From an optimization exercise on the open Yosys and OpenROAD flow, aimed at small area, a short achievable clock period and few clock cycles per item; shortcuts taken in it are not production practice.
RTL that was checked went through simulation tests only; none was proved equivalent to the original.
Function not checked in runs 3 to 5: the RTL went through the layout flow alone.
Power is estimated from default activity; no workload was simulated.

===== design/flow/design.v =====
`default_nettype none
package taurus_decode_pkg;
    localparam int xlen = 64;
    typedef enum logic [2:0] {
        fmt_r       = 3'd0,
        fmt_i       = 3'd1,
        fmt_s       = 3'd2,
        fmt_b       = 3'd3,
        fmt_u       = 3'd4,
        fmt_j       = 3'd5,
        fmt_illegal = 3'd6
    } inst_fmt_e;
    localparam logic [6:0] op_lui       = 7'b0110111;
    localparam logic [6:0] op_auipc     = 7'b0010111;
    localparam logic [6:0] op_jal       = 7'b1101111;
    localparam logic [6:0] op_jalr      = 7'b1100111;
    localparam logic [6:0] op_branch    = 7'b1100011;
    localparam logic [6:0] op_load      = 7'b0000011;
    localparam logic [6:0] op_store     = 7'b0100011;
    localparam logic [6:0] op_op_imm    = 7'b0010011;
    localparam logic [6:0] op_op        = 7'b0110011;
    localparam logic [6:0] op_op_imm_32 = 7'b0011011;
    localparam logic [6:0] op_op_32     = 7'b0111011;
    localparam logic [6:0] op_system    = 7'b1110011;
    localparam logic [2:0] cls_r     = 3'd0;
    localparam logic [2:0] cls_i     = 3'd1;
    localparam logic [2:0] cls_s     = 3'd2;
    localparam logic [2:0] cls_b     = 3'd3;
    localparam logic [2:0] cls_lui   = 3'd4;
    localparam logic [2:0] cls_j     = 3'd5;
    localparam logic [2:0] cls_ill   = 3'd6;
    localparam logic [2:0] cls_auipc = 3'd7;
    localparam int entry_w = xlen + 25 + 3 + 3;
    localparam int record_w = entry_w - 3 + 31 + 3;
    function automatic integer ceil_log2(input integer n);
        integer r, i;
        begin
            r = 0;
            for (i = 0; i < 31; i = i + 1) begin
                if ((1 << i) < n) r = i + 1;
            end
            ceil_log2 = r;
        end
    endfunction
endpackage
`default_nettype wire
`timescale 1ns/1ps
`default_nettype none
module common_bypass_buffer #(
    parameter int width      = 1,
    parameter int main_width = 1
) (
    input  wire      clk,
    input  wire      reset,
    input  wire [width-1:0] prev_data,
    input  wire      prev_valid,
    output logic     prev_ready,
    output logic [width-1:0]      sel_data,
    input  wire  [main_width-1:0] main_data,
    output logic [main_width-1:0] next_data,
    output logic     next_valid,
    input  wire      next_ready
);
    logic [width-1:0] skid_q;
    logic             main_v, skid_v;
    assign prev_ready = !skid_v;
    assign next_valid = main_v;
    assign sel_data   = skid_v ? skid_q : prev_data;
    always_ff @(posedge clk) begin
        if (!skid_v) begin
            skid_q <= prev_data;
        end
    end
    always_ff @(posedge clk) begin
        if (!main_v || next_ready) begin
            next_data <= main_data;
        end
    end
    always_ff @(posedge clk) begin
        if (reset) begin
            main_v <= 1'b0;
            skid_v <= 1'b0;
        end else begin
            if (!main_v || next_ready) begin
                main_v <= skid_v || prev_valid;
                skid_v <= 1'b0;
            end else if (!skid_v) begin
                skid_v <= prev_valid;
            end
        end
    end
endmodule
`default_nettype wire
`timescale 1ns/1ps
`default_nettype none
module decode_stage (
    input  wire  [31:0] in_inst,
    output logic [2:0]  out_cls
);
    always_comb begin
        case (in_inst[6:0])
            taurus_decode_pkg::op_op, taurus_decode_pkg::op_op_32:
                out_cls = taurus_decode_pkg::cls_r;
            taurus_decode_pkg::op_op_imm, taurus_decode_pkg::op_op_imm_32, taurus_decode_pkg::op_load,
            taurus_decode_pkg::op_jalr, taurus_decode_pkg::op_system:
                out_cls = taurus_decode_pkg::cls_i;
            taurus_decode_pkg::op_store:  out_cls = taurus_decode_pkg::cls_s;
            taurus_decode_pkg::op_branch: out_cls = taurus_decode_pkg::cls_b;
            taurus_decode_pkg::op_lui:    out_cls = taurus_decode_pkg::cls_lui;
            taurus_decode_pkg::op_auipc:  out_cls = taurus_decode_pkg::cls_auipc;
            taurus_decode_pkg::op_jal:    out_cls = taurus_decode_pkg::cls_j;
            default:                      out_cls = taurus_decode_pkg::cls_ill;
        endcase
    end
endmodule
module target_sel_stage (
    input  wire        op5,
    input  wire        op3,
    input  wire        op2,
    output logic [2:0] out_sel
);
    assign out_sel = {!op2, op2 && op3, op2 && !op3 && op5};
endmodule
`default_nettype wire
`timescale 1ns/1ps
`default_nettype none
module imm_gen_stage (
    input  wire  [2:0]  in_cls,
    input  wire  [31:7] inst,
    output taurus_decode_pkg::inst_fmt_e out_fmt,
    output logic [4:0]  out_rd,
    output logic [taurus_decode_pkg::xlen-1:0] out_imm
);
    always_comb begin
        case (in_cls)
            taurus_decode_pkg::cls_r:     out_fmt = taurus_decode_pkg::fmt_r;
            taurus_decode_pkg::cls_i:     out_fmt = taurus_decode_pkg::fmt_i;
            taurus_decode_pkg::cls_s:     out_fmt = taurus_decode_pkg::fmt_s;
            taurus_decode_pkg::cls_b:     out_fmt = taurus_decode_pkg::fmt_b;
            taurus_decode_pkg::cls_lui,
            taurus_decode_pkg::cls_auipc: out_fmt = taurus_decode_pkg::fmt_u;
            taurus_decode_pkg::cls_j:     out_fmt = taurus_decode_pkg::fmt_j;
            default:                      out_fmt = taurus_decode_pkg::fmt_illegal;
        endcase
    end
    assign out_rd = (in_cls == taurus_decode_pkg::cls_s || in_cls == taurus_decode_pkg::cls_b)
                    ? 5'd0 : inst[11:7];
    always_comb begin
        case (in_cls)
            taurus_decode_pkg::cls_i:   out_imm = {{52{inst[31]}}, inst[31:20]};
            taurus_decode_pkg::cls_s:   out_imm = {{52{inst[31]}}, inst[31:25], inst[11:7]};
            taurus_decode_pkg::cls_b:   out_imm = {{51{inst[31]}}, inst[31], inst[7],
                                                   inst[30:25], inst[11:8], 1'b0};
            taurus_decode_pkg::cls_lui,
            taurus_decode_pkg::cls_auipc: out_imm = {{32{inst[31]}}, inst[31:12], 12'd0};
            taurus_decode_pkg::cls_j:   out_imm = {{43{inst[31]}}, inst[31], inst[19:12],
                                                   inst[20], inst[30:21], 1'b0};
            default:                    out_imm = '0;
        endcase
    end
endmodule
`default_nettype wire
`timescale 1ns/1ps
`default_nettype none
module target_operand_stage (
    input  wire  [2:0]  in_sel,
    input  wire  [31:1] in_pc,
    input  wire  [31:7] inst,
    output logic [31:1] out_base,
    output logic [31:1] out_addend
);
    always_comb begin
        if (in_sel[2]) begin
            out_addend = {{19{inst[31]}}, inst[31], inst[7], inst[30:25], inst[11:8]};
        end else if (in_sel[1]) begin
            out_addend = {{11{inst[31]}}, inst[31], inst[19:12], inst[20], inst[30:21]};
        end else begin
            out_addend = {inst[31:12], 11'd0};
        end
    end
    assign out_base = in_sel[0] ? 31'd0 : in_pc;
endmodule
module target_calc_stage (
    input  wire  [2:0]  in_cls,
    input  wire  [31:1] in_base,
    input  wire  [31:1] in_addend,
    input  wire  [31:1] in_pc,
    input  wire         inst31,
    output logic [31:1] out_target_lo,
    output logic        out_inc,       
    output logic        out_dec,       
    output logic        out_lui        
);
    logic        use_imm;
    logic [31:1] sum;
    logic [31:2] link;
    logic        sum_carry, link_carry;
    assign use_imm = in_cls == taurus_decode_pkg::cls_b || in_cls == taurus_decode_pkg::cls_j
                  || in_cls == taurus_decode_pkg::cls_auipc || in_cls == taurus_decode_pkg::cls_lui;
    prefix_adder #(.width(31)) u_add (
        .a    (in_base),
        .b    (in_addend),
        .sum  (sum),
        .cout (sum_carry)
    );
    assign {link_carry, link} = {1'b0, in_pc[31:2]} + 31'd1;
    assign out_target_lo = use_imm ? sum : {link, in_pc[1]};
    assign out_inc = use_imm ? sum_carry && !inst31 : link_carry;
    assign out_dec = use_imm && !sum_carry && inst31;
    assign out_lui = in_cls == taurus_decode_pkg::cls_lui;
endmodule
module target_hi_stage (
    input  wire  [63:32] in_pc,
    input  wire          inst31,
    input  wire          inc,
    input  wire          dec,
    input  wire          lui,
    output logic [63:32] out_target_hi
);
    logic [63:32] ones, zeros;    
    prefix_and #(.width(32)) u_ones (
        .a   (in_pc),
        .all (ones)
    );
    prefix_and #(.width(32)) u_zeros (
        .a   (~in_pc),
        .all (zeros)
    );
    assign out_target_hi = lui ? {32{inst31}}
                               : in_pc ^ (({32{inc}} & ones) | ({32{dec}} & zeros));
endmodule
module prefix_and #(
    parameter int width = 8
) (
    input  wire  [width-1:0] a,
    output logic [width-1:0] all
);
    localparam int levels = taurus_decode_pkg::ceil_log2(width);
    logic [width-1:0] t [0:levels];
    always_comb begin
        t[0] = {a[width-2:0], 1'b1};
        for (int l = 0; l < levels; l++) begin
            for (int i = 0; i < width; i++) begin
                if ((i >> l) % 2 == 1) begin
                    t[l+1][i] = t[l][i] & t[l][((i >> l) << l) - 1];
                end else begin
                    t[l+1][i] = t[l][i];
                end
            end
        end
    end
    assign all = t[levels];
endmodule
module prefix_adder #(
    parameter int width = 8,
    parameter int style = 1
) (
    input  wire  [width-1:0] a,
    input  wire  [width-1:0] b,
    output logic [width-1:0] sum,
    output logic             cout
);
    localparam int levels = taurus_decode_pkg::ceil_log2(width);
    logic [width-1:0] g [0:levels];
    logic [width-1:0] p [0:levels];
    always_comb begin
        g[0] = a & b;
        p[0] = a ^ b;
        for (int l = 0; l < levels; l++) begin
            for (int i = 0; i < width; i++) begin
                if (style == 0) begin
                    if (i >= (1 << l)) begin
                        g[l+1][i] = g[l][i] | (p[l][i] & g[l][i - (1 << l)]);
                        p[l+1][i] = p[l][i] & p[l][i - (1 << l)];
                    end else begin
                        g[l+1][i] = g[l][i];
                        p[l+1][i] = p[l][i];
                    end
                end else begin
                    if ((i >> l) % 2 == 1) begin
                        g[l+1][i] = g[l][i] | (p[l][i] & g[l][((i >> l) << l) - 1]);
                        p[l+1][i] = p[l][i] & p[l][((i >> l) << l) - 1];
                    end else begin
                        g[l+1][i] = g[l][i];
                        p[l+1][i] = p[l][i];
                    end
                end
            end
        end
    end
    assign sum  = p[0] ^ {g[levels][width-2:0], 1'b0};
    assign cout = g[levels][width-1];
endmodule
`default_nettype wire
`timescale 1ns/1ps
`default_nettype none
module decode_pipe_top (
    input  wire             clk,
    input  wire             reset,
    input  wire             in_valid,
    output logic            in_ready,
    input  wire [taurus_decode_pkg::xlen-1:0]  in_pc,
    input  wire [31:0]      in_inst,
    output logic            out_valid,
    input  wire             out_ready,
    output logic [taurus_decode_pkg::xlen-1:0] out_pc,
    output taurus_decode_pkg::inst_fmt_e       out_fmt,
    output logic [4:0]      out_rd,
    output logic [taurus_decode_pkg::xlen-1:0] out_imm,
    output logic [taurus_decode_pkg::xlen-1:0] out_target
);
    logic [2:0]  in_cls, s_cls, q_cls;
    logic [63:0] s_pc;
    logic [31:7] s_inst, q_inst;
    logic [31:1] s_tlo, q_tlo;
    logic        s_inc, s_dec, s_lui, q_inc, q_dec, q_lui;
    logic [2:0]  s_op;      
    logic [2:0]  s_sel;
    logic [31:1] s_base, s_addend;
    decode_stage u_decode (
        .in_inst (in_inst),
        .out_cls (in_cls)
    );
    target_sel_stage u_target_sel (
        .op5     (s_op[2]),
        .op3     (s_op[1]),
        .op2     (s_op[0]),
        .out_sel (s_sel)
    );
    target_operand_stage u_operand (
        .in_sel     (s_sel),
        .in_pc      (s_pc[31:1]),
        .inst       (s_inst),
        .out_base   (s_base),
        .out_addend (s_addend)
    );
    target_calc_stage u_target_calc (
        .in_cls        (s_cls),
        .in_base       (s_base),
        .in_addend     (s_addend),
        .in_pc         (s_pc[31:1]),
        .inst31        (s_inst[31]),
        .out_target_lo (s_tlo),
        .out_inc       (s_inc),
        .out_dec       (s_dec),
        .out_lui       (s_lui)
    );
    common_bypass_buffer #(
        .width      (taurus_decode_pkg::entry_w),
        .main_width (taurus_decode_pkg::record_w)
    ) u_buffer (
        .clk        (clk),
        .reset      (reset),
        .prev_data  ({in_pc, in_inst[31:7], in_cls, in_inst[5], in_inst[3:2]}),
        .prev_valid (in_valid),
        .prev_ready (in_ready),
        .sel_data   ({s_pc, s_inst, s_cls, s_op}),
        .main_data  ({s_pc, s_inst, s_cls, s_tlo, s_inc, s_dec, s_lui}),
        .next_data  ({out_pc, q_inst, q_cls, q_tlo, q_inc, q_dec, q_lui}),
        .next_valid (out_valid),
        .next_ready (out_ready)
    );
    imm_gen_stage u_imm_gen (
        .in_cls  (q_cls),
        .inst    (q_inst),
        .out_fmt (out_fmt),
        .out_rd  (out_rd),
        .out_imm (out_imm)
    );
    target_hi_stage u_target_hi (
        .in_pc         (out_pc[63:32]),
        .inst31        (q_inst[31]),
        .inc           (q_inc),
        .dec           (q_dec),
        .lui           (q_lui),
        .out_target_hi (out_target[63:32])
    );
    assign out_target[31:1] = q_tlo;
    assign out_target[0]    = out_pc[0] && !q_lui;
endmodule
`default_nettype wire

===== design/flow/flow/run.sh =====
#!/bin/bash
# The standard layout (standard.sh) with four changes:
#  - the port buffers are the smallest buffer cell (buf_1), resized later as
#    timing needs;
#  - full adders are left to ABC instead of being extracted into adder cells;
#  - the upper-half and lower-half target logic are mapped on their own, so
#    that ABC keeps their depth short;
#  - the slow stacked AND/OR cells are kept out of mapping and resizing, on
#    top of the platform's own don't-use list.
# Each tool's full output is in the ORFS logs under orfs/logs; make's own
# output is in standard.log.
PLATFORM_DONT_USE="sky130_fd_sc_hd__probe_p_8 sky130_fd_sc_hd__probec_p_8 sky130_fd_sc_hd__lpflow_bleeder_1 sky130_fd_sc_hd__lpflow_clkbufkapwr_1 sky130_fd_sc_hd__lpflow_clkbufkapwr_16 sky130_fd_sc_hd__lpflow_clkbufkapwr_2 sky130_fd_sc_hd__lpflow_clkbufkapwr_4 sky130_fd_sc_hd__lpflow_clkbufkapwr_8 sky130_fd_sc_hd__lpflow_clkinvkapwr_1 sky130_fd_sc_hd__lpflow_clkinvkapwr_16 sky130_fd_sc_hd__lpflow_clkinvkapwr_2 sky130_fd_sc_hd__lpflow_clkinvkapwr_4 sky130_fd_sc_hd__lpflow_clkinvkapwr_8 sky130_fd_sc_hd__lpflow_decapkapwr_12 sky130_fd_sc_hd__lpflow_decapkapwr_3 sky130_fd_sc_hd__lpflow_decapkapwr_4 sky130_fd_sc_hd__lpflow_decapkapwr_6 sky130_fd_sc_hd__lpflow_decapkapwr_8 sky130_fd_sc_hd__lpflow_inputiso0n_1 sky130_fd_sc_hd__lpflow_inputiso0p_1 sky130_fd_sc_hd__lpflow_inputiso1n_1 sky130_fd_sc_hd__lpflow_inputiso1p_1 sky130_fd_sc_hd__lpflow_inputisolatch_1 sky130_fd_sc_hd__lpflow_isobufsrc_1 sky130_fd_sc_hd__lpflow_isobufsrc_16 sky130_fd_sc_hd__lpflow_isobufsrc_2 sky130_fd_sc_hd__lpflow_isobufsrc_4 sky130_fd_sc_hd__lpflow_isobufsrc_8 sky130_fd_sc_hd__lpflow_isobufsrckapwr_16 sky130_fd_sc_hd__lpflow_lsbuf_lh_hl_isowell_tap_1 sky130_fd_sc_hd__lpflow_lsbuf_lh_hl_isowell_tap_2 sky130_fd_sc_hd__lpflow_lsbuf_lh_hl_isowell_tap_4 sky130_fd_sc_hd__lpflow_lsbuf_lh_isowell_4 sky130_fd_sc_hd__lpflow_lsbuf_lh_isowell_tap_1 sky130_fd_sc_hd__lpflow_lsbuf_lh_isowell_tap_2 sky130_fd_sc_hd__lpflow_lsbuf_lh_isowell_tap_4"
SLOW=""
for c in a2111o a311o a32o a41o and4 and4b and4bb o2111a o311a o32a o41a or3 or3b or4 or4b or4bb maj3; do
  for n in 1 2 4; do SLOW="$SLOW sky130_fd_sc_hd__${c}_$n"; done
done
bash standard.sh BUFFER_PORTS_ARGS="-buffer_cell sky130_fd_sc_hd__buf_1" ADDER_MAP_FILE= \
  DONT_USE_CELLS="$PLATFORM_DONT_USE$SLOW" SYNTH_KEEP_MODULES="target_hi_stage target_calc_stage" finish > standard.log 2>&1

===== design/flow/standard.sh =====
#!/bin/bash
# synth_recipe.tcl (not shown) runs the flow's synth.tcl, then flattens the netlist and writes it again
# the make line also repeats each setting of config.mk as NAME=value (left out here)
make -C /OpenROAD-flow-scripts/flow DESIGN_CONFIG=/design/flow/config.mk WORK_HOME=/design/flow/orfs CLKGATE_MAP_FILE= SYNTH_SCRIPT=/design/flow/synth_recipe.tcl "${@:-finish}"

===== design/flow/config.mk =====
export PLATFORM = sky130hd
export DESIGN_NAME = decode_pipe_top
export DESIGN_NICKNAME = decode_pipe_top
export VERILOG_FILES = /design/flow/design.v
export SDC_FILE = /design/flow/constraint.sdc
export NUM_CORES = 4
export LEC_CHECK = 0
export ABC_AREA = 1
export CAP_MARGIN = 20
export CORE_MARGIN = 2
export CORE_UTILIZATION = 65
export CTS_CLUSTER_DIAMETER = 100
export CTS_CLUSTER_SIZE = 25
export SETUP_SLACK_MARGIN = 2.2
export SLEW_MARGIN = 20

===== design/flow/constraint.sdc =====
create_clock -name core_clock -period 5.5 [get_ports {clk}]
set_input_delay 1.1000 -clock core_clock [delete_from_list [all_inputs] [get_ports {clk}]]
set_output_delay 1.1000 -clock core_clock [all_outputs]
set_load 0.01 [all_outputs]

==> results of run 1 <==
synth_stat cells (8+ instances only):
master,number
inv_2,12
clkbuf_1,8
buf_4,35
nand4_1,9
a21oi_1,35
nor3_1,19
nand2_2,26
or2_2,8
nand3_1,133
dfxtp_1,97
nor2_2,16
o21ai_0,60
nand2_1,687
buf_2,25
edfxtp_1,126
inv_1,209
o21ai_2,11
nor2_1,166
xor2_1,8
xnor2_1,8
cells by family after synthesis:
family	Yosys count	synth area share, %
AO/OA/AOI/OAI	136	6.22
XOR/XNOR	18	1.36
buffers and inverters	299	10.7
flip-flops	223	45.2
AND/OR/NAND/NOR	1093	36.6
registers in the layout, indices dropped and copies added (netlist names):
register            count
u_buffer.skid_q        95
u_buffer.skid_v         1
u_buffer.next_data    126
u_buffer.main_v         1
worst reg2reg max path: cells and delay by family, from the launching register on:
family,cells,cell delay [ns]
DFF,1,0.49
AOI/OAI and AO/OA,1,0.14
and+or+nand+nor,13,1.54
buffers and inverters,3,0.57
xor gates and xnor gates,1,0.23
Yosys stat by module (local to each module, per instance):
module | cells inside | copies in the design | area [um2]
decode_pipe_top | 816 | 1 | 8330
target_calc_stage | 581 | 1 | 2710
target_hi_stage | 372 | 1 | 1630
metrics by stage:
stage          setup slack (ns)  util [%]
6_report                   2.18      76.2
5_1_grt                    2.08      76.2
3_5_place_dp               1.15      70.9
3_3_place_gp               1.28      70.9
4_1_cts                    2.14      74.1
2_1_floorplan              2.34         -
area by class of cell:
cell class                      instances  area [um2]  area share [%]
Tap cell                              265         332            2.26
Inverter                              223         877            5.98
Clock buffer                           20         362            2.46
Multi-Input combinational cell       1249        5840            39.8
Timing Repair Buffer                  339        1520            10.3
Antenna cell                            2        5.00          0.0341
Sequential cell                       223        5730            39.0
Timing Repair inverter                  2        15.0           0.102
final timing paths:
| check | startpoint | end | slack, ns | cells after the start |
|---|---|---|---|---|
| min | u_buffer.skid_q[67] | u_buffer.skid_q[67] | 0.46 | 2 |
| max | u_buffer.next_data[109] | out_target[52] | 2.18 | 9 |
| max reg2reg | u_buffer.skid_v | u_buffer.next_data[20] | 2.34 | 18 |
| min reg2reg | u_buffer.skid_q[67] | u_buffer.skid_q[67] | 0.46 | 2 |
per-layer routing:
| metal | share of wire (%) | global-route usage, % |
|---|---|---|
| met5 | 0 | 0 |
| met4 | 3.1 | 11.8 |
| met3 | 8.0 | 4.60 |
| met2 | 47 | 53.0 |
| met1 | 42 | 41.5 |
repair_timing:
action | CTS | global route
pin swaps | 3 | 7
gates cloned | 2 | 2
resized for setup | 28 | 66
endpoints found under the setup margin | 110 | 109
setup buffers | 15 | 20
where the power goes:
| part | internal, mW | switching, mW | leakage [nW] |
|---|---|---|---|
| sequential | 1.92 | 0.0706 | 2.13 |
| combinational | 0.305 | 0.663 | 4.92 |
| clock | 0.456 | 0.522 | 0.174 |
| total | 2.68 | 1.26 | 7.22 |
==> out/qor.yml, run 1 <==
clock_tree:
  cts_tree: "yes"
  postCtsHoldBufs: 0
  clockRootBuffer: "clkbuf_16"
  cts_max_level: 1
  clockBufferDepth: 3
  clock_latency_ns: 0.49
  clk_pin_slew_worst_paths_ns: 0.10
  clock_sinks: 223
  numCtsBuffers: 12
final_layout:
  fin_area_mm2: 0.0147
  final_cell_mix: "nand2_1 (676), buf_1 (288), inv_1 (204)"
  layout-drive-gt1-share_pct: 10.3
  finalNonFillerCells: 2323
  area_growth_syn_to_layout_pct: 15.8
  fillers: 1526
  layout.nets: 2150
  final_common_cell: "nand2_1"
timing:
  post-route-min-period_ns: 3.32
  slew_violations: 0
  hold_viol_final: 0
  fin_worst_skew_ns: 0.0344
  tightest_slew_ns: 0.998
  min_period_over_period_pct: 60.4
  fmax_mhz: 301
  setup_violations: 0
  slew_headroom_pct: 33.5
  rsz0062_at_grt: "yes"
  whs_ns: 0.456
  final.setup.tns_ns: 0
logic_synthesis:
  ys_ff_latch: 223
  syn_area_per_cell_um2: 7.17
  synth_cell_types: 50
  synth_edf_count: 126
  netlist_area_mm2: 0.0127
  synth_nets: 1869
  netlist_instances: 1769
  synth_top_area_share_pct: 29.8
  ys_warn_count: 9
  yosys.area.top_type: "edfxtp_1"
  async_reset_ff_share_pct: 0
  synthTopCellsByArea: "edfxtp_1 (30%), nand2_1 (20%), dfxtp_1 (15%)"
  synthFlopType: "edfxtp_1"
  synth.yosys.seq_area_share_pct: 45.2
route:
  drc: 0
  postRouteAntennaNets: 0
  dr.first_iter.drc_count: 833
  via_per_inst: 5.23
  vias: 12100
  wl_per_cell_um: 14.8
  drtPass1Iterations: 6
  finalWirelength_um: 34500
floorplan:
  pin_count: 302
  coreArea_mm2: 0.0193
  start_util_pct: 65.8
  row_count: 51
  die_y_um: 144
  die_w_um: 144
  dieArea_mm2: 0.0206
power_and_ir_drop:
  power_density_mw_per_mm2: 268
  total_power_mw: 3.94
  ir_drop_mv: 0.322
  total_leakage_power_nw: 7.22
job:
  drv_cap: 0
status:
  status: "complete, no violations"
critical_path:
  cpPeakStageDelay_ns: 0.48
  worstPathCellList: "buf_4 > nor2_1 > nand3_2 > nor2_1 > nand3_1 > nand3_1 > nand3_1 > nand2_1 > buf_1"
  worst-path-buf-inv: 2
  path_class: "reg -> out"
  cp_max_fo: 5
  end_kind: "output port"
  critPathTopFamily: "simple AND/OR/NAND/NOR gates"
  worst_ep_required_time_ns: 4.40
  cp-start-kind: "flop"
  cp.arrival_ns: 2.22
  crit_top_cell: "nand3_1"
  cp_slowest_cell: "edfxtp_1"
place:
  gp_congestion: 0.928
  placed_area_mm2: 0.0137
  hpwlAfterDp_um: 23700
  dpl.cell_count: 2262
  portBuffers: 301
global_routing:
  grt_pass1_wl_um: 52000
  antenna_found_initial: 2
  grt_max_degree: 129
  grt_pass1_vias: 10800
  grtUsageTotal_pct: 31.5
  grt-ovfl-total: 0
hold_path:
  hp-class: "reg -> reg"
Testbench counts, summed over its fixed seeds: cycles 9,165, items 8,000.
==> run 2: changes to the inputs <==
--- a/design/flow/config.mk
+++ b/design/flow/config.mk
@@ -11,5 +11,5 @@
 export CORE_UTILIZATION = 65
 export CTS_CLUSTER_DIAMETER = 100
 export CTS_CLUSTER_SIZE = 25
-export SETUP_SLACK_MARGIN = 2.2
+export SETUP_SLACK_MARGIN = 2.0
 export SLEW_MARGIN = 20
==> run 2 against run 1 <==
Largest power group unchanged. Worst setup slack worse by 0.078 ns. Still clean. Synthesized cell count is the same. Register-to-register slack worse by 0.06 ns.
==> out/qor.yml, run 2 <==
global_routing:
  grt-ovfl-total: 0
  grt_pass1_wl_um: 51300
  grt_max_degree: 129
  antenna_found_initial: 1
  grt_pass1_vias: 10600
  grtUsageTotal_pct: 31.0
final_layout:
  layout.nets: 2132
  layout-drive-gt1-share_pct: 7.80
  final_cell_mix: "nand2_1 (683), buf_1 (299), inv_1 (207)"
  fin_area_mm2: 0.0144
  reg.largest.list: "u_buffer.next_data: 126 flops, u_buffer.skid_q: 95 flops"
  area_growth_syn_to_layout_pct: 13.2
  top_register: "u_buffer.next_data"
  largest_reg_flops: 126
  final_common_cell: "nand2_1"
floorplan:
  coreArea_mm2: 0.0193
  dieArea_mm2: 0.0206
  pin_count: 302
  row_count: 51
  die_y_um: 144
  start_util_pct: 65.8
  die_w_um: 144
timing:
  setup_violations: 0
  tightest_slew_ns: 0.994
  fin_worst_skew_ns: 0.0349
  fin_ws_ns: 2.10
  final.setup.tns_ns: 0
  rsz0062_at_grt: "yes"
  slew_violations: 0
  fmax_mhz: 294
  hold_viol_final: 0
  min_period_over_period_pct: 61.8
  post-route-min-period_ns: 3.40
  slew_headroom_pct: 33.7
route:
  drc: 0
  dr.first_iter.drc_count: 939
  vias: 12000
  wl_per_cell_um: 14.6
  finalWirelength_um: 33700
  drtPass1Iterations: 5
  postRouteAntennaNets: 0
  via_per_inst: 5.22
clock_tree:
  clockBufferDepth: 3
  cts_max_level: 1
  numCtsBuffers: 12
  clock_latency_ns: 0.49
  cts_tree: "yes"
  clockRootBuffer: "clkbuf_16"
  clock_sinks: 223
  clk_pin_slew_worst_paths_ns: 0.10
  postCtsHoldBufs: 0
power_and_ir_drop:
  total_leakage_power_nw: 7.06
  pwr-share-comb_pct: 23.6
  internal-power_mw: 2.66
  switching_share_pct: 31.7
  ir_drop_mv: 0.322
  pwr-share-seq_pct: 51.2
  power_switching_mw: 1.24
  power_density_mw_per_mm2: 271
  power_frac_clock_pct: 25.2
place:
  hpwlAfterDp_um: 23700
  placed_area_mm2: 0.0137
  gp_congestion: 0.928
  post-place-ws_ns: 1.15
  portBuffers: 301
logic_synthesis:
  ys_ff_latch: 223
  synth.most_common_cell: "nand2_1"
  netlist_area_mm2: 0.0127
  synth_common_cells: "nand2_1 (687), inv_1 (209), nor2_1 (166)"
  synthTopCellsByArea: "edfxtp_1 (30%), nand2_1 (20%), dfxtp_1 (15%)"
  async_reset_ff_share_pct: 0
  yosys.area.top_type: "edfxtp_1"
  synth_nets: 1869
  synthFlopType: "edfxtp_1"
  synth_edf_count: 126
  netlist_instances: 1769
  ys_warn_count: 9
  synth_top_area_share_pct: 29.8
  synth.yosys.seq_area_share_pct: 45.2
  synth_cell_types: 50
  syn_area_per_cell_um2: 7.17
critical_path:
  cp_max_fo: 5
  path_class: "reg -> out"
  r2r_slack_ns: 2.28
  cp.arrival_ns: 2.30
  cp-start-kind: "flop"
  end_kind: "output port"
  worst_ep_required_time_ns: 4.40
hold_path:
  hp-class: "reg -> reg"
status:
  status: "complete, no violations"
job:
  drv_cap: 0
-- run 2: cell counts after synthesis --
Identical to the previous run, type by type.
-- run 2: path summary, 6_finish.rpt --
path | from | depth (start not counted) | end
max | u_buffer.next_data[99] | 11 | out_target[47]
min | u_buffer.skid_q[67] | 2 | u_buffer.skid_q[67]
max reg2reg | u_buffer.skid_v | 16 | u_buffer.next_data[1]
min reg2reg | u_buffer.skid_q[67] | 2 | u_buffer.skid_q[67]
-- run 2: per-module statistics from Yosys, one instance, submodules excluded --
| module | cells inside | flip-flops and latches |
|---|---|---|
| decode_pipe_top | 816 | 223 |
| target_calc_stage | 581 | 0 |
| target_hi_stage | 372 | 0 |
-- run 2: routing by layer --
metal / wire length [um] / vias to the layer above / track usage [%]
li1: - / 6054 / -
met3: 2870 / 66 / 4.27
met1: 14000 / 5384 / 41.5
met5: 0 / - / 0
met2: 15900 / 517 / 52.1
met4: 961 / 0 / 10.4
-- run 2: timing repair --
item	CTS	global route
setup endpoints to repair	79	89
hold endpoints to repair	0	0
cloned	1	3
resized for setup	10	36
buffers inserted	2	15
pin swaps	0	3
-- run 2: logic make-up after synthesis --
logic type	count (synthesis)	share of synthesized area, %
AND/OR/NAND/NOR	1093	36.6
buffers and inverters	299	10.7
flip-flops	223	45.2
AO/OA/AOI/OAI	136	6.22
XOR/XNOR	18	1.36
-- run 2: power groups by stage --
| stage | logic, mW | clock network, mW | registers, mW |
|---|---|---|---|
| 2_1_floorplan | 0.612 | 0 | 2.05 |
| 6_report | 0.918 | 0.981 | 1.99 |
| 4_1_cts | 0.893 | 0.990 | 1.99 |
| 3_5_place_dp | 0.882 | 0 | 2.03 |
| 5_1_grt | 1.03 | 1.05 | 2.01 |
| 3_3_place_gp | 0.867 | 0 | 2.03 |
-- run 2: worst max-delay path, stage by stage, from the launching register on --
cell      delay (ns)
edfxtp_1        0.46
inv_1           0.15
nand2_1         0.07
nor2_2          0.19
nand2_4         0.15
nor2_4          0.24
buf_4           0.16
nor2_1          0.03
nand2_1         0.05
nand3_1         0.07
nand2_1         0.07
buf_1           0.16
-- run 2: final cells by class --
cell class / instances / area [um2]
timing repair inverter: 1 / 7.51
clock buffer: 20 / 362
sequential: 223 / 5730
timing repair buffer: 321 / 1320
multi-input combinational: 1250 / 5740
antenna: 1 / 2.50
fill: 1604 / 4920
tap: 265 / 332
inverter: 223 / 870
-- run 2: per-stage QoR --
step	std cells	utilization, %	total power, mW	hold slack, ns
after CTS	2285	73.2	3.88	0.459
final	2304	74.5	3.89	0.455
after floorplan	1769	-	2.67	0.414
after global routing	2304	74.5	4.09	0.481
after detailed placement	2262	70.9	2.91	0.435
after global placement	2262	70.9	2.89	0.423
==> run 3: changes to the inputs <==
--- a/design/flow/design.v
+++ b/design/flow/design.v
@@ -30,8 +30,8 @@
     localparam logic [2:0] cls_j     = 3'd5;
     localparam logic [2:0] cls_ill   = 3'd6;
     localparam logic [2:0] cls_auipc = 3'd7;
-    localparam int entry_w = xlen + 25 + 3 + 3;
-    localparam int record_w = entry_w - 3 + 31 + 3;
+    localparam int entry_w = xlen + 25 + 3 + 1 + 3;
+    localparam int record_w = entry_w - 4 + 31 + 3;
     function automatic integer ceil_log2(input integer n);
         integer r, i;
         begin
@@ -95,10 +95,18 @@
 `default_nettype none
 module decode_stage (
     input  wire  [31:0] in_inst,
-    output logic [2:0]  out_cls
+    output logic [2:0]  out_cls,
+    output logic        out_use_imm    
 );
     always_comb begin
         case (in_inst[6:0])
+            taurus_decode_pkg::op_branch, taurus_decode_pkg::op_jal,
+            taurus_decode_pkg::op_auipc, taurus_decode_pkg::op_lui: out_use_imm = 1'b1;
+            default:                                                out_use_imm = 1'b0;
+        endcase
+    end
+    always_comb begin
+        case (in_inst[6:0])
             taurus_decode_pkg::op_op, taurus_decode_pkg::op_op_32:
                 out_cls = taurus_decode_pkg::cls_r;
             taurus_decode_pkg::op_op_imm, taurus_decode_pkg::op_op_imm_32, taurus_decode_pkg::op_load,
@@ -182,6 +190,7 @@
 endmodule
 module target_calc_stage (
     input  wire  [2:0]  in_cls,
+    input  wire         in_use_imm,    
     input  wire  [31:1] in_base,
     input  wire  [31:1] in_addend,
     input  wire  [31:1] in_pc,
@@ -195,8 +204,7 @@
     logic [31:1] sum;
     logic [31:2] link;
     logic        sum_carry, link_carry;
-    assign use_imm = in_cls == taurus_decode_pkg::cls_b || in_cls == taurus_decode_pkg::cls_j
-                  || in_cls == taurus_decode_pkg::cls_auipc || in_cls == taurus_decode_pkg::cls_lui;
+    assign use_imm = in_use_imm;
     prefix_adder #(.width(31)) u_add (
         .a    (in_base),
         .b    (in_addend),
@@ -310,6 +318,7 @@
     output logic [taurus_decode_pkg::xlen-1:0] out_target
 );
     logic [2:0]  in_cls, s_cls, q_cls;
+    logic        in_use_imm, s_use_imm;
     logic [63:0] s_pc;
     logic [31:7] s_inst, q_inst;
     logic [31:1] s_tlo, q_tlo;
@@ -319,7 +328,8 @@
     logic [31:1] s_base, s_addend;
     decode_stage u_decode (
         .in_inst (in_inst),
-        .out_cls (in_cls)
+        .out_cls     (in_cls),
+        .out_use_imm (in_use_imm)
     );
     target_sel_stage u_target_sel (
         .op5     (s_op[2]),
@@ -336,6 +346,7 @@
     );
     target_calc_stage u_target_calc (
         .in_cls        (s_cls),
+        .in_use_imm    (s_use_imm),
         .in_base       (s_base),
         .in_addend     (s_addend),
         .in_pc         (s_pc[31:1]),
@@ -351,10 +362,10 @@
     ) u_buffer (
         .clk        (clk),
         .reset      (reset),
-        .prev_data  ({in_pc, in_inst[31:7], in_cls, in_inst[5], in_inst[3:2]}),
+        .prev_data  ({in_pc, in_inst[31:7], in_cls, in_use_imm, in_inst[5], in_inst[3:2]}),
         .prev_valid (in_valid),
         .prev_ready (in_ready),
-        .sel_data   ({s_pc, s_inst, s_cls, s_op}),
+        .sel_data   ({s_pc, s_inst, s_cls, s_use_imm, s_op}),
         .main_data  ({s_pc, s_inst, s_cls, s_tlo, s_inc, s_dec, s_lui}),
         .next_data  ({out_pc, q_inst, q_cls, q_tlo, q_inc, q_dec, q_lui}),
         .next_valid (out_valid),
--- a/design/flow/config.mk
+++ b/design/flow/config.mk
@@ -11,5 +11,5 @@
 export CORE_UTILIZATION = 65
 export CTS_CLUSTER_DIAMETER = 100
 export CTS_CLUSTER_SIZE = 25
-export SETUP_SLACK_MARGIN = 2.0
+export SETUP_SLACK_MARGIN = 1.8
 export SLEW_MARGIN = 20
==> run 3 against run 2 <==
First-iteration DRC count is 12% lower. Power is 2.7% lower. Sequential share of layout area is 0.57 points higher. Count of clock-buffer cells in the layout did not move. Synthesized cell count rose by 0.79%. Area after synthesis rose by 0.41%.
==> out/qor.yml, run 3 <==
status:
  status: "complete, no violations"
floorplan:
  start_util_pct: 65.8
  die_w_um: 144
  dieArea_mm2: 0.0207
  die_y_um: 144
  pin_count: 302
  row_count: 51
  coreArea_mm2: 0.0193
critical_path:
  cp_max_fo: 11
  r2r-start: "u_buffer.skid_v"
  r2r_slack_ns: 2.08
  worst-path-buf-inv: 2
  cp.arrival_ns: 2.40
  crit_top_cell: "nand2_1"
  cp-start-kind: "flop"
  critPathTopFamily: "simple AND/OR/NAND/NOR gates"
  worstPathCellList: "nor2_1 > inv_1 > nand2_1 > nand2_1 > o21ai_0 > buf_1"
  path_class: "reg -> out"
  timing.rr.end: "u_buffer.next_data[32]"
  worst_ep_required_time_ns: 4.40
  cp.depth: 6
  ff2ff_path_depth: 21
  cp_slowest_cell: "edfxtp_1"
  end_kind: "output port"
  cpPeakStageDelay_ns: 0.50
timing:
  slew_violations: 0
  setup_violations: 0
  min_period_over_period_pct: 63.7
  hold_viol_final: 0
  fin_worst_skew_ns: 0.0154
  rsz0062_at_grt: "yes"
  fmax_mhz: 286
  tightest_slew_ns: 1.07
  slew_headroom_pct: 28.5
  post-route-min-period_ns: 3.50
  final.setup.tns_ns: 0
  fin_ws_ns: 2.00
logic_synthesis:
  yosys.area.top_type: "edfxtp_1"
  netlist_instances: 1783
  ys_warn_count: 9
  netlist_area_mm2: 0.0127
  async_reset_ff_share_pct: 0
  syn_area_per_cell_um2: 7.14
  synth.yosys.seq_area_share_pct: 45.1
  synth_edf_count: 126
  synthFlopType: "edfxtp_1"
  synth_cell_types: 52
  synth.most_common_cell: "nand2_1"
  ys_ff_latch: 224
  synth_common_cells: "nand2_1 (682), inv_1 (212), nor2_1 (173)"
  synth_top_area_share_pct: 29.7
  synthTopCellsByArea: "edfxtp_1 (30%), nand2_1 (20%), dfxtp_1 (15%)"
  synth_nets: 1883
job:
  drv_cap: 0
power_and_ir_drop:
  switching_share_pct: 31.0
  power_density_mw_per_mm2: 267
  ir_drop_mv: 0.295
  pwr-share-seq_pct: 52.3
  pwr-share-comb_pct: 22.6
  internal-power_mw: 2.61
  total_power_mw: 3.79
  total_leakage_power_nw: 6.97
  power_frac_clock_pct: 25.1
  power_switching_mw: 1.17
global_routing:
  grt_pass1_wl_um: 50900
  grt_pass1_vias: 10700
  use_met2_pct: 54.5
  grt.busiest_layer: "met2"
  grtUsageTotal_pct: 30.9
  grt_max_degree: 129
  grt.met3_usage_pct: 3.90
  antenna_found_initial: 2
  use_met1_pct: 39.4
  grt-ovfl-total: 0
place:
  portBuffers: 301
  dpl.cell_count: 2277
  placed_area_mm2: 0.0138
  hpwlAfterDp_um: 24900
  gp_congestion: 0.938
  post-place-ws_ns: 1.46
route:
  dr.first_iter.drc_count: 830
  finalWirelength_um: 33500
  drc: 0
  vias: 12100
  via_per_inst: 5.25
  postRouteAntennaNets: 0
  drtPass1Iterations: 6
  wl_per_cell_um: 14.5
final_layout:
  final_cell_mix: "nand2_1 (678), buf_1 (301), inv_1 (212)"
  area_growth_syn_to_layout_pct: 11.6
  final_common_cell: "nand2_1"
  fin_area_mm2: 0.0142
  fillers: 1665
  top_register: "u_buffer.next_data"
  reg.largest.list: "u_buffer.next_data: 126 flops, u_buffer.skid_q: 96 flops"
  layout.nets: 2131
  layout-drive-gt1-share_pct: 5.89
  largest_reg_flops: 126
  finalNonFillerCells: 2304
clock_tree:
  clockBufferDepth: 3
  cts_tree: "yes"
  numCtsBuffers: 12
  clock_sinks: 224
  clk_pin_slew_worst_paths_ns: 0.09
  clockRootBuffer: "clkbuf_16"
  cts_max_level: 1
  clock_latency_ns: 0.48
hold_path:
  hp-class: "reg -> reg"
  holdPathStages: 2
  hold-path-endpoint: "u_buffer.skid_q[82]"
  holdCritStartpoint: "u_buffer.skid_q[82]"
run 3: cell types whose count changed in the layout (fill, tap and decap cells not counted), sizes merged, moves of 4 or more:
cell,previous run,this run
buf,319,310
inv,219,225
nand2,720,713
nand3,138,130
nor3,20,26
or2,9,13
run 3: kinds of logic (layout without fill, tap and decap cells):
| kind of cell | after synthesis | in the layout | synth area share [%] |
|---|---|---|---|
| AO/OA/AOI/OAI | 139 | 139 | 6.02 |
| XOR/XNOR | 21 | 21 | 1.44 |
| buffers and inverters | 303 | 557 | 10.6 |
| flip-flops | 224 | 224 | 45.1 |
| other | 0 | 2 | 0 |
| AND/OR/NAND/NOR | 1096 | 1096 | 36.8 |
run 3: worst min-delay path, stage by stage, from the launching register on:
cell and delay (ns):
dfxtp_1 0.32, nand2_1 0.05, nand2_1 0.07
run 3: repair_timing:
action	4_1_cts	5_1_grt
cloned	0	0
resized for setup	2	13
pin swaps	0	0
buffers inserted	1	4
setup endpoints to repair	55	69
hold buffers	0	0
run 3: how the worst max path moves through the flow:
stage                                start                      to  slack, ns
floorplan                       in_inst[2]  u_buffer.next_data[27]       2.25
global placement                in_inst[2]  u_buffer.next_data[20]       1.55
detailed placement              in_inst[2]  u_buffer.next_data[23]       1.46
CTS                 u_buffer.next_data[36]             out_imm[30]       1.81
global route               u_buffer.skid_v  u_buffer.next_data[20]       1.79
finish              u_buffer.next_data[36]             out_imm[30]       2.00
run 3: power by group through the flow:
stage,Clock [mW],Combinational [mW],Sequential [mW]
6_report,0.951,0.857,1.98
5_1_grt,1.01,0.960,1.99
4_1_cts,0.960,0.844,1.98
3_5_place_dp,0,0.838,2.02
3_3_place_gp,0,0.819,2.01
2_1_floorplan,0,0.583,2.03
run 3: area by class of cell:
cell class / instances / area, um2 / area share, %
antenna: 2 / 5.00 / 0.0352
clock buffer: 20 / 352 / 2.48
inverter: 227 / 853 / 6.01
multi-input combinational: 1256 / 5700 / 40.1
sequential: 224 / 5750 / 40.5
tap: 265 / 332 / 2.33
timing repair buffer: 310 / 1210 / 8.54
run 3: modules after synthesis (local to each module, per instance):
module             cell area (um2)  flops+latches
decode_pipe_top               8260            224
target_calc_stage             2840              0
target_hi_stage               1630              0
run 3: through the flow:
stage | hold WS, ns | utilization [%]
after global routing | 0.476 | 73.4
after floorplan | 0.414 | -
after detailed placement | 0.435 | 71.1
after global placement | 0.428 | 71.1
final | 0.460 | 73.4
after CTS | 0.460 | 73.1
run 3: metal layers:
layer	wire [um]	share of wire (%)	vias to the layer above
li1	-	-	6075
met1	13900	42	5480
met2	16100	48	472
met3	2380	7.1	71
met4	1050	3.1	0
met5	0	0	-
==> run 4: changes to the inputs <==
--- a/design/flow/design.v
+++ b/design/flow/design.v
@@ -31,7 +31,7 @@
     localparam logic [2:0] cls_ill   = 3'd6;
     localparam logic [2:0] cls_auipc = 3'd7;
     localparam int entry_w = xlen + 25 + 3 + 1 + 3;
-    localparam int record_w = entry_w - 4 + 31 + 3;
+    localparam int record_w = entry_w - 4 + 5 + 31 + 3;
     function automatic integer ceil_log2(input integer n);
         integer r, i;
         begin
@@ -132,8 +132,19 @@
 `default_nettype wire
 `timescale 1ns/1ps
 `default_nettype none
+module imm_sel_stage (
+    input  wire  [2:0] in_cls,
+    output logic [4:0] out_sel
+);
+    assign out_sel = {in_cls == taurus_decode_pkg::cls_i,
+                      in_cls == taurus_decode_pkg::cls_s,
+                      in_cls == taurus_decode_pkg::cls_b,
+                      in_cls == taurus_decode_pkg::cls_lui || in_cls == taurus_decode_pkg::cls_auipc,
+                      in_cls == taurus_decode_pkg::cls_j};
+endmodule
 module imm_gen_stage (
     input  wire  [2:0]  in_cls,
+    input  wire  [4:0]  in_sel,
     input  wire  [31:7] inst,
     output taurus_decode_pkg::inst_fmt_e out_fmt,
     output logic [4:0]  out_rd,
@@ -151,21 +162,12 @@
             default:                      out_fmt = taurus_decode_pkg::fmt_illegal;
         endcase
     end
-    assign out_rd = (in_cls == taurus_decode_pkg::cls_s || in_cls == taurus_decode_pkg::cls_b)
-                    ? 5'd0 : inst[11:7];
-    always_comb begin
-        case (in_cls)
-            taurus_decode_pkg::cls_i:   out_imm = {{52{inst[31]}}, inst[31:20]};
-            taurus_decode_pkg::cls_s:   out_imm = {{52{inst[31]}}, inst[31:25], inst[11:7]};
-            taurus_decode_pkg::cls_b:   out_imm = {{51{inst[31]}}, inst[31], inst[7],
-                                                   inst[30:25], inst[11:8], 1'b0};
-            taurus_decode_pkg::cls_lui,
-            taurus_decode_pkg::cls_auipc: out_imm = {{32{inst[31]}}, inst[31:12], 12'd0};
-            taurus_decode_pkg::cls_j:   out_imm = {{43{inst[31]}}, inst[31], inst[19:12],
-                                                   inst[20], inst[30:21], 1'b0};
-            default:                    out_imm = '0;
-        endcase
-    end
+    assign out_rd = (in_sel[3] || in_sel[2]) ? 5'd0 : inst[11:7];
+    assign out_imm = ({64{in_sel[4]}} & {{52{inst[31]}}, inst[31:20]})
+                   | ({64{in_sel[3]}} & {{52{inst[31]}}, inst[31:25], inst[11:7]})
+                   | ({64{in_sel[2]}} & {{51{inst[31]}}, inst[31], inst[7], inst[30:25], inst[11:8], 1'b0})
+                   | ({64{in_sel[1]}} & {{32{inst[31]}}, inst[31:12], 12'd0})
+                   | ({64{in_sel[0]}} & {{43{inst[31]}}, inst[31], inst[19:12], inst[20], inst[30:21], 1'b0});
 endmodule
 `default_nettype wire
 `timescale 1ns/1ps
@@ -319,6 +321,7 @@
 );
     logic [2:0]  in_cls, s_cls, q_cls;
     logic        in_use_imm, s_use_imm;
+    logic [4:0]  s_isel, q_isel;
     logic [63:0] s_pc;
     logic [31:7] s_inst, q_inst;
     logic [31:1] s_tlo, q_tlo;
@@ -356,6 +359,10 @@
         .out_dec       (s_dec),
         .out_lui       (s_lui)
     );
+    imm_sel_stage u_imm_sel (
+        .in_cls  (s_cls),
+        .out_sel (s_isel)
+    );
     common_bypass_buffer #(
         .width      (taurus_decode_pkg::entry_w),
         .main_width (taurus_decode_pkg::record_w)
@@ -366,13 +373,14 @@
         .prev_valid (in_valid),
         .prev_ready (in_ready),
         .sel_data   ({s_pc, s_inst, s_cls, s_use_imm, s_op}),
-        .main_data  ({s_pc, s_inst, s_cls, s_tlo, s_inc, s_dec, s_lui}),
-        .next_data  ({out_pc, q_inst, q_cls, q_tlo, q_inc, q_dec, q_lui}),
+        .main_data  ({s_pc, s_inst, s_cls, s_isel, s_tlo, s_inc, s_dec, s_lui}),
+        .next_data  ({out_pc, q_inst, q_cls, q_isel, q_tlo, q_inc, q_dec, q_lui}),
         .next_valid (out_valid),
         .next_ready (out_ready)
     );
     imm_gen_stage u_imm_gen (
         .in_cls  (q_cls),
+        .in_sel  (q_isel),
         .inst    (q_inst),
         .out_fmt (out_fmt),
         .out_rd  (out_rd),
==> run 4 against run 3 <==
Register-to-register slack gained 0.06 ns. Critical path type unchanged. Global-route usage grew 1.4 points. Clock skew grew 0.0091 ns. Synthesized cell count grew 1.0%. Worst setup slack lost 0.054 ns. Final cell count grew 1.0%. Sequential cell count grew 5. Area after synthesis grew 2.6%. Still clean on timing, DRC and antenna. Clock power grew 7%. Cell area grew 2.6%. Die area grew 2.5%.
==> out/qor.yml, run 4 <==
floorplan:
  start_util_pct: 66.6
  coreArea_mm2: 0.0196
  row_count: 51
  dieArea_mm2: 0.0212
  die_y_um: 146
  die_w_um: 146
  pin_count: 302
timing:
  final.setup.tns_ns: 0
  whs_ns: 0.457
  fmax_mhz: 281
  fin_worst_skew_ns: 0.0245
  slew_violations: 0
  min_period_over_period_pct: 64.7
  post-route-min-period_ns: 3.56
  tightest_slew_ns: 1.05
  slew_headroom_pct: 30.2
  rsz0062_at_grt: "yes"
  hold_viol_final: 0
  setup_violations: 0
critical_path:
  r2r_slack_ns: 2.14
  cp-start-kind: "flop"
  path_class: "reg -> out"
  ff2ff_path_depth: 20
  worst_ep_required_time_ns: 4.40
  end_kind: "output port"
  cp.arrival_ns: 2.46
  startpoint: "u_buffer.next_data[100]"
  cp_max_fo: 14
  timing.rr.end: "u_buffer.next_data[32]"
  r2r-start: "u_buffer.skid_v"
logic_synthesis:
  syn_area_per_cell_um2: 7.25
  synthFlopType: "edfxtp_1"
  netlist_area_mm2: 0.0131
  ys_warn_count: 9
  async_reset_ff_share_pct: 0
  synth_top_area_share_pct: 30.1
  synth_common_cells: "nand2_1 (677), inv_1 (212), nor2_1 (172)"
  netlist_instances: 1801
  synth.most_common_cell: "nand2_1"
  synth_nets: 1901
  synth.yosys.seq_area_share_pct: 45.2
  synth_edf_count: 131
  synthTopCellsByArea: "edfxtp_1 (30%), nand2_1 (19%), dfxtp_1 (15%)"
  yosys.area.top_type: "edfxtp_1"
  ys_ff_latch: 229
  synth_cell_types: 54
final_layout:
  fin_util_pct: 74.4
  final_cell_mix: "nand2_1 (674), buf_1 (300), inv_1 (211)"
  layout.nets: 2153
  largest_reg_flops: 131
  layout-drive-gt1-share_pct: 6.84
  top_register: "u_buffer.next_data"
  final_common_cell: "nand2_1"
  area_growth_syn_to_layout_pct: 11.6
  reg.largest.list: "u_buffer.next_data: 131 flops, u_buffer.skid_q: 96 flops"
route:
  finalWirelength_um: 35400
  vias: 12400
  dr.first_iter.drc_count: 977
  via_per_inst: 5.32
  wl_per_cell_um: 15.2
  drc: 0
  drtPass1Iterations: 6
  postRouteAntennaNets: 0
global_routing:
  grt_pass1_vias: 11100
  grt_max_degree: 90
  grt-ovfl-total: 0
  grtUsageTotal_pct: 32.3
  grt_pass1_wl_um: 56100
  antenna_found_initial: 1
clock_tree:
  clockBufferDepth: 3
  clk_pin_slew_worst_paths_ns: 0.09
  clock_latency_ns: 0.49
  cts_max_level: 1
  cts_tree: "yes"
  numCtsBuffers: 13
  clockRootBuffer: "clkbuf_16"
  clock_sinks: 229
place:
  hpwlAfterDp_um: 25900
  portBuffers: 301
  gp_congestion: 0.954
power_and_ir_drop:
  total_leakage_power_nw: 7.10
  ir_drop_mv: 0.387
  power_density_mw_per_mm2: 272
hold_path:
  hold-path-endpoint: "u_buffer.skid_q[64]"
  holdCritStartpoint: "u_buffer.skid_q[64]"
  hp-class: "reg -> reg"
  holdPathStages: 2
status:
  status: "complete, no violations"
job:
  drv_cap: 0
-- run 4: modules after synthesis (local to each module, per instance) --
module	area, um2	flops+latches	times used	cells inside
decode_pipe_top	8580	229	1	834
target_calc_stage	2840	0	1	595
target_hi_stage	1630	0	1	372
-- run 4: per-layer routing --
| layer | global-route usage [%] | share of wire, % |
|---|---|---|
| met5 | 0 | 0 |
| met4 | 10.7 | 3.6 |
| met3 | 4.70 | 8.0 |
| met2 | 54.5 | 47 |
| met1 | 43.1 | 41 |
-- run 4: cell families after synthesis --
| logic type | Yosys count | share of synthesized area [%] |
|---|---|---|
| DFF | 229 | 45.2 |
| AOI/OAI and AO/OA | 150 | 6.77 |
| and+or+nand+nor | 1096 | 36.1 |
| buffers and inverters | 305 | 10.6 |
| xor gates and xnor gates | 21 | 1.41 |
-- run 4: worst max-delay path by stage --
stage / to / slack (ns) / depth (start not counted)
2_1_floorplan: u_buffer.next_data[27] / 2.35 / 20
3_3_place_gp: u_buffer.next_data[32] / 1.55 / 17
3_5_place_dp: u_buffer.next_data[32] / 1.48 / 20
4_1_cts: out_target[45] / 1.85 / 3
5_1_grt: out_target[47] / 1.77 / 11
6_report: out_target[43] / 1.94 / 10
-- run 4: cell type report --
class                      instances  area, um2
sequential                       229       5900
clock buffer                      20        352
tap                              265        332
fill                            1590       5020
timing repair buffer             314       1250
clock inverter                     2       38.8
inverter                         227        861
multi-input combinational       1268       5830
antenna                            2       5.00
-- run 4: critical path, cell delays in order (launching register included) --
cell	delay, ns
edfxtp_1	0.47
inv_1	0.13
nand2_1	0.09
nor2_1	0.16
nand2_2	0.13
inv_2	0.22
nand2_1	0.11
nand3_1	0.10
nand2_1	0.05
o21ai_0	0.25
buf_1	0.25
-- run 4: through the flow --
stage                     power (mW)  worst slack [ns]  cells  area, um2
after floorplan                 2.71              2.35   1801      13100
after global placement          2.93              1.55   2293      14000
after detailed placement        2.95              1.48   2293      14000
after CTS                       3.96              1.85   2316      14500
after global routing            4.15              1.77   2326      14600
final                           3.95              1.94   2327      14600
-- run 4: repair_timing --
action / 4_1_cts / 5_1_grt
gates resized for setup: 1 / 12
setup buffers: 1 / 8
hold buffers: 0 / 0
pin swaps: 0 / 3
cloned: 0 / 1
setup endpoints to repair: 18 / 62
-- run 4: where the power goes --
group | switching, mW | internal [mW]
Clock | 0.556 | 0.461
Sequential | 0.0683 | 1.95
Combinational | 0.644 | 0.272
Total | 1.27 | 2.69
==> run 5: changes to the inputs <==
--- a/design/flow/config.mk
+++ b/design/flow/config.mk
@@ -11,5 +11,5 @@
 export CORE_UTILIZATION = 65
 export CTS_CLUSTER_DIAMETER = 100
 export CTS_CLUSTER_SIZE = 25
-export SETUP_SLACK_MARGIN = 1.8
+export SETUP_SLACK_MARGIN = 2.0
 export SLEW_MARGIN = 20
==> run 5 against run 4 <==
Die area is the same. Synthesized cell count unchanged. Combinational power grew 2%. Clock skew rose by 0.0021 ns. First-iteration DRC count rose by 12%. Via count up 0.53%. Core utilization increased by 0.99 points. Fmax grew 5.3%. Critical path depth rose by 1. Largest power group unchanged.
==> out/qor.yml, run 5 <==
final_layout:
  final_cell_mix: "nand2_1 (667), buf_1 (299), inv_1 (209)"
  reg.largest.list: "u_buffer.next_data: 131 flops, u_buffer.skid_q: 96 flops"
  finalNonFillerCells: 2336
  fillers: 1567
  top_register: "u_buffer.next_data"
  final_common_cell: "nand2_1"
  largest_reg_flops: 131
  layout-drive-gt1-share_pct: 8.17
  area_growth_syn_to_layout_pct: 13.1
  layout.nets: 2162
floorplan:
  row_count: 51
  dieArea_mm2: 0.0212
  coreArea_mm2: 0.0196
  die_y_um: 146
  start_util_pct: 66.6
  die_w_um: 146
  pin_count: 302
critical_path:
  cpPeakStageDelay_ns: 0.49
  path_class: "reg -> out"
  cp-start-kind: "flop"
  cp_slowest_cell: "edfxtp_1"
  worstPathCellList: "nor2_2 > nand2_2 > inv_2 > nand2_2 > nor2_4 > buf_4 > nor2_1 > nand2_1 > nand3_1 > nand2_1 > buf_1"
  cp_max_fo: 5
  cp.arrival_ns: 2.28
  r2r-start: "u_buffer.skid_v"
  ff2ff_path_depth: 20
  end_kind: "output port"
  worst_ep_required_time_ns: 4.40
  startpoint: "u_buffer.next_data[106]"
clock_tree:
  clock_latency_ns: 0.50
  numCtsBuffers: 13
  clockBufferDepth: 3
  cts_max_level: 1
  clockRootBuffer: "clkbuf_16"
  clock_sinks: 229
  cts_tree: "yes"
  clk_pin_slew_worst_paths_ns: 0.09
  postCtsHoldBufs: 0
logic_synthesis:
  synth.most_common_cell: "nand2_1"
  synth_top_area_share_pct: 30.1
  ys_warn_count: 9
  synthFlopType: "edfxtp_1"
  synth.yosys.seq_area_share_pct: 45.2
  yosys.area.top_type: "edfxtp_1"
  netlist_area_mm2: 0.0131
  synth_cell_types: 54
  synth_edf_count: 131
  synth_common_cells: "nand2_1 (677), inv_1 (212), nor2_1 (172)"
  syn_area_per_cell_um2: 7.25
  async_reset_ff_share_pct: 0
  ys_ff_latch: 229
  synth_nets: 1901
  netlist_instances: 1801
  synthTopCellsByArea: "edfxtp_1 (30%), nand2_1 (19%), dfxtp_1 (15%)"
route:
  dr.first_iter.drc_count: 1096
  drtPass1Iterations: 6
  wl_met2_um: 17000
  via_per_inst: 5.32
  postRouteAntennaNets: 0
  dr_wl_met3_um: 3090
  vias: 12400
  drt-met1-wl_um: 14700
  finalWirelength_um: 36000
  drc: 0
  wl_per_cell_um: 15.4
  top_layer: "met4"
timing:
  fmax_mhz: 296
  fin_ws_ns: 2.12
  whs_ns: 0.457
  rsz0062_at_grt: "yes"
  setup_violations: 0
  post-route-min-period_ns: 3.38
  min_period_over_period_pct: 61.4
  fin_worst_skew_ns: 0.0266
  slew_headroom_pct: 50.8
  tightest_slew_ns: 0.739
  hold_viol_final: 0
  slew_violations: 0
  final.setup.tns_ns: 0
global_routing:
  antenna_found_initial: 1
  grt_pass1_vias: 11100
  grtUsageTotal_pct: 32.4
  grt_pass1_wl_um: 56300
  grt_max_degree: 90
  grt-ovfl-total: 0
place:
  dpl.cell_count: 2293
  portBuffers: 301
  hpwlAfterDp_um: 25900
  post-place-ws_ns: 1.48
  gp_congestion: 0.954
hold_path:
  holdPathStages: 2
  holdCritStartpoint: "u_buffer.skid_q[64]"
  hp-class: "reg -> reg"
status:
  status: "complete, no violations"
power_and_ir_drop:
  total_power_mw: 3.98
  ir_drop_mv: 0.386
  total_leakage_power_nw: 7.17
  power_density_mw_per_mm2: 269
job:
  drv_cap: 0
-- run 5: cell counts after synthesis --
No cell type changed its count.
-- run 5: through the flow --
step	utilization (%)	instance area (um2)
after CTS	74.0	14500
final	75.3	14800
after global routing	75.3	14800
after floorplan	-	13100
after detailed placement	71.7	14000
after global placement	71.7	14000
-- run 5: logic make-up (layout without fill, tap and decap cells) --
| logic type | Yosys count | count (layout) | synth area share [%] |
|---|---|---|---|
| buf+inv | 305 | 571 | 10.6 |
| simple gates | 1096 | 1098 | 36.1 |
| compound gates | 150 | 150 | 6.77 |
| xor+xnor | 21 | 21 | 1.41 |
| flops | 229 | 229 | 45.2 |
| other cells | 0 | 2 | 0 |
-- run 5: timing repair --
action | 4_1_cts | 5_1_grt
cloned | 0 | 2
setup buffers | 4 | 13
gates resized for setup | 6 | 41
pin swaps | 1 | 8
endpoints found under the setup margin | 63 | 65
-- run 5: area by class of cell --
cell class | instances | area [um2] | share of cell area (%)
clock buffer | 20 | 352 | 2.38
timing repair buffer | 322 | 1350 | 9.13
clock inverter | 2 | 38.8 | 0.263
multi-input combinational | 1269 | 5910 | 40.1
inverter | 227 | 872 | 5.91
tap | 265 | 332 | 2.25
sequential | 229 | 5900 | 40.0
antenna | 2 | 5.00 | 0.0339
-- run 5: layer usage --
layer  vias up  GRT usage, %
li1       6175             -
met1      5617          43.3
met2       576          54.9
met3        70          4.58
met4         0          10.5
met5         -             0
-- run 5: worst paths after layout --
check / endpoint / slack [ns]
worst min register to register: u_buffer.skid_q[64] / 0.46
worst max-delay path: out_target[47] / 2.12
worst max register to register: u_buffer.next_data[32] / 2.27
worst min-delay path: u_buffer.skid_q[64] / 0.46
-- run 5: Yosys stat by module (local to each module, per instance) --
module | times used | cells inside | cell area [um2]
decode_pipe_top | 1 | 834 | 8580
target_calc_stage | 1 | 595 | 2840
target_hi_stage | 1 | 372 | 1630
-- run 5: where the power goes --
group | leakage [nW] | internal, mW | switching [mW]
Combinational | 4.79 | 0.281 | 0.653
Clock | 0.184 | 0.461 | 0.560
Sequential | 2.19 | 1.95 | 0.0684
Total | 7.17 | 2.70 | 1.28
-- run 5: critical path, delay by kind of cell (launching register included) --
kind                   cells  cell delay, ns
buffers and inverters      3            0.43
AND/OR/NAND/NOR            8            0.88
flip-flops                 1            0.49

-- port drivers added, routing unchanged --
No port has a modelled driver above. Below, the same layouts with a new extraction and two added sets of constraints. Step 1, drivers: a clkbuf_16 drives clk and a buf_2 each remaining input, both assumed. Step 2 times the ports against the registers' clock, not the clock port: input delays grow and output delays shrink by t, the midpoint of the rising clock arrivals with the driver on. Three values: no drivers, after step 1, after step 2; two values: the first two.
run | t, ns | setup WS [ns] | worst hold slack (ns) | slew at the worst register clock pin (ns) | cell pins on the clock port's net
run 1 | 0.521 | 2.177 / 2.131 / 1.780 | 0.456 / 0.456 / 0.456 | 0.10 / 0.10 | 1
run 2 | 0.520 | 2.100 / 2.054 / 1.727 | 0.455 / 0.455 / 0.455 | 0.10 / 0.10 | 1
run 3 | 0.512 | 1.998 / 1.954 / 1.663 | 0.460 / 0.460 / 0.460 | 0.10 / 0.10 | 1
run 4 | 0.528 | 1.943 / 1.896 / 1.589 | 0.457 / 0.457 / 0.457 | 0.10 / 0.10 | 1
run 5 | 0.530 | 2.122 / 2.074 / 1.708 | 0.457 / 0.457 / 0.457 | 0.10 / 0.10 | 1
After both steps every run listed still meets setup and hold. The setup slack of run 5, which loses most, moves by -0.048 ns with the drivers and by -0.414 ns with both steps.
